From an optimization exercise on the open Yosys and OpenROAD flow, aimed at small area; shortcuts taken in it are not production practice. The RTL was checked by simulation tests, not by an equivalence proof against the original design. Power figures rest on the tool's default switching activity, not on a simulated workload.

Setup of JK:
==> module frame_out_mux, before the edit <==
module frame_out_mux
(
	input logic clk,
	input logic rst,
	input logic pkt_valid,
	input csa_pkg::byte_t pkt_byte,
	input logic cnt_valid,
	input csa_pkg::byte_t cnt_byte,
	input logic pid_valid,
	input csa_pkg::byte_t pid_byte,
	input logic gbe_valid,
	input csa_pkg::byte_t gbe_byte,
	input logic port_valid,
	input csa_pkg::byte_t port_byte,
	input logic cw_valid,
	input csa_pkg::byte_t cw_byte,
	input logic cw_first,
	output logic out_valid,
	output csa_pkg::byte_t out_byte
);
	logic any_valid;
	csa_pkg::byte_t sel_byte;
	csa_pkg::byte_t cw_out;
	assign cw_out = cw_first ? {7'b0, cw_byte[1]} : cw_byte;
	assign any_valid = pkt_valid | cnt_valid | pid_valid | gbe_valid | port_valid
		| cw_valid;
	always_comb
	begin
		if (pkt_valid)
			sel_byte = pkt_byte;
		else if (cnt_valid)
			sel_byte = cnt_byte;
		else if (pid_valid)
			sel_byte = pid_byte;
		else if (gbe_valid)
			sel_byte = gbe_byte;
		else if (port_valid)
			sel_byte = port_byte;
		else
			sel_byte = cw_out;
	end
	always_ff @(posedge clk)
	begin
		if (rst)
			out_valid <= 1'b0;
		else
			out_valid <= any_valid;
	end
	always_ff @(posedge clk)
		out_byte <= sel_byte;
endmodule
export LEC_CHECK = 0
export CAP_MARGIN = 20
export CORE_MARGIN = 2
export CORE_UTILIZATION = 70
export SLEW_MARGIN = 20
create_clock -name core_clock -period 5.0 [get_ports {clk}]
standard.sh (not shown) runs the stock make flow with config.mk's settings and CLKGATE_MAP_FILE= SYNTH_SCRIPT=/design/flow/synth_recipe.tcl, a recipe that flattens the netlist after the stock synthesis.
==> flow/flow/run.sh <==
#!/bin/bash
# The standard ORFS layout (standard.sh) with three changes:
#  - synthesis maps the combinational logic with an area-oriented ABC
#    script (flow/abc_area.script); everything else in the synthesis,
#    including flip-flop mapping, flattening and renaming, is the standard flow's own
#  - port buffers use the smallest buffer cell
#  - CTS builds full leaf clusters of clkbuf_8 without dummy loads
# Each tool's output stays in orfs/logs; make's own output goes to
# standard.log.
set -uo pipefail
WORK=$PWD
FLOWDIR=$WORK/flow

# synth.tcl from ORFS, with the ABC call pointed at our script
sed 's|^\(\s*\)log_cmd abc {\*}$abc_args|\1lset abc_args 1 $::env(MY_ABC_SCRIPT)\n\1log_cmd abc {*}$abc_args|' \
	"$FLOW_HOME/scripts/synth.tcl" > "$WORK/my_synth.tcl"
grep -q 'MY_ABC_SCRIPT' "$WORK/my_synth.tcl" || { echo "could not patch synth.tcl"; exit 1; }
sed "s|source \$::env(SCRIPTS_DIR)/synth.tcl|source $WORK/my_synth.tcl|" \
	"$WORK/synth_recipe.tcl" > "$WORK/my_synth_recipe.tcl"
grep -q "my_synth.tcl" "$WORK/my_synth_recipe.tcl" || { echo "could not patch synth_recipe.tcl"; exit 1; }
sed "s|SYNTH_SCRIPT=[^ ]*|SYNTH_SCRIPT=$WORK/my_synth_recipe.tcl|" \
	"$WORK/standard.sh" > "$WORK/my_standard.sh"
grep -q "my_synth_recipe.tcl" "$WORK/my_standard.sh" || { echo "could not patch standard.sh"; exit 1; }

export MY_ABC_SCRIPT=$FLOWDIR/abc_area.script
export BUFFER_PORTS_ARGS="-buffer_cell sky130_fd_sc_hd__buf_1"
export CTS_ARGS="-sink_clustering_enable -repair_clock_nets -dont_use_dummy_load -buf_list sky130_fd_sc_hd__clkbuf_8 -sink_clustering_size 21 -sink_clustering_max_diameter 100"
bash "$WORK/my_standard.sh" > "$WORK/standard.log" 2>&1
==> flow/flow/abc_area.script <==
strash
dc2
dch
amap
strash
dc2
dch
amap
strash
dc2
dch
amap
strash
dch
amap
topo
stime -c
Edits applied to the flow inputs when going from JK to MS:
--- a/flow/design.v
+++ b/flow/design.v
@@ -192,28 +192,23 @@
 	output logic out_valid,
 	output csa_pkg::byte_t out_byte
 );
 	logic any_valid;
-	csa_pkg::byte_t sel_byte;
+	logic sel_pkt, sel_cnt, sel_pid, sel_gbe, sel_port, sel_cw;
 	csa_pkg::byte_t cw_out;
+	csa_pkg::byte_t sel_byte;
 	assign cw_out = cw_first ? {7'b0, cw_byte[1]} : cw_byte;
 	assign any_valid = pkt_valid | cnt_valid | pid_valid | gbe_valid | port_valid
 		| cw_valid;
-	always_comb
-	begin
-		if (pkt_valid)
-			sel_byte = pkt_byte;
-		else if (cnt_valid)
-			sel_byte = cnt_byte;
-		else if (pid_valid)
-			sel_byte = pid_byte;
-		else if (gbe_valid)
-			sel_byte = gbe_byte;
-		else if (port_valid)
-			sel_byte = port_byte;
-		else
-			sel_byte = cw_out;
-	end
+	assign sel_pkt = pkt_valid;
+	assign sel_cnt = !pkt_valid && cnt_valid;
+	assign sel_pid = !pkt_valid && !cnt_valid && pid_valid;
+	assign sel_gbe = !pkt_valid && !cnt_valid && !pid_valid && gbe_valid;
+	assign sel_port = !pkt_valid && !cnt_valid && !pid_valid && !gbe_valid && port_valid;
+	assign sel_cw = !pkt_valid && !cnt_valid && !pid_valid && !gbe_valid && !port_valid;
+	assign sel_byte = ({8{sel_pkt}} & pkt_byte) | ({8{sel_cnt}} & cnt_byte)
+		| ({8{sel_pid}} & pid_byte) | ({8{sel_gbe}} & gbe_byte)
+		| ({8{sel_port}} & port_byte) | ({8{sel_cw}} & cw_out);
 	always_ff @(posedge clk)
 	begin
 		if (rst)
 			out_valid <= 1'b0;
## What came out
MS and JK ended up with nearly the same die area.
Compared with JK, in MS effective utilization at floorplan shows no meaningful change, layout-stage area growth over the synthesis result shows no meaningful change, number of global-route vias before repair shows an increase of 303, worst setup slack shows a reduction of 0.40 ns.
Relative to JK, post-detailed-routing wire length has increased by 3.5% in MS.
JK has a lower combinational share of power than MS.

separate check: timing with driven ports:
Ports are ideal in the flow. The routed layouts listed here were re-timed in OpenROAD.
Step 1, drivers: a clkbuf_16 drives clk and a buf_2 each remaining input, both assumed.
Step 2 moves the port delays by t, midway between the first and last clock arrival at a register: inputs arrive t later, outputs are due t later. That takes back most of the time a late clock gives input paths.
Slacks: no drivers / after step 1 / after step 2; pairs: no drivers / after step 1.
| run | t (ns) | slack for setup (ns) | worst register clock-pin slew, ns | worst slew at a driven data input, ns |
|---|---|---|---|---|
| JK | 0.704 | 1.532 / 1.532 / 1.532 | 0.12 / 0.12 | 0.05 |
| MS | 0.714 | 1.128 / 1.128 / 1.128 | 0.12 / 0.12 | 0.06 |
After both steps setup and hold are still met in every run listed.
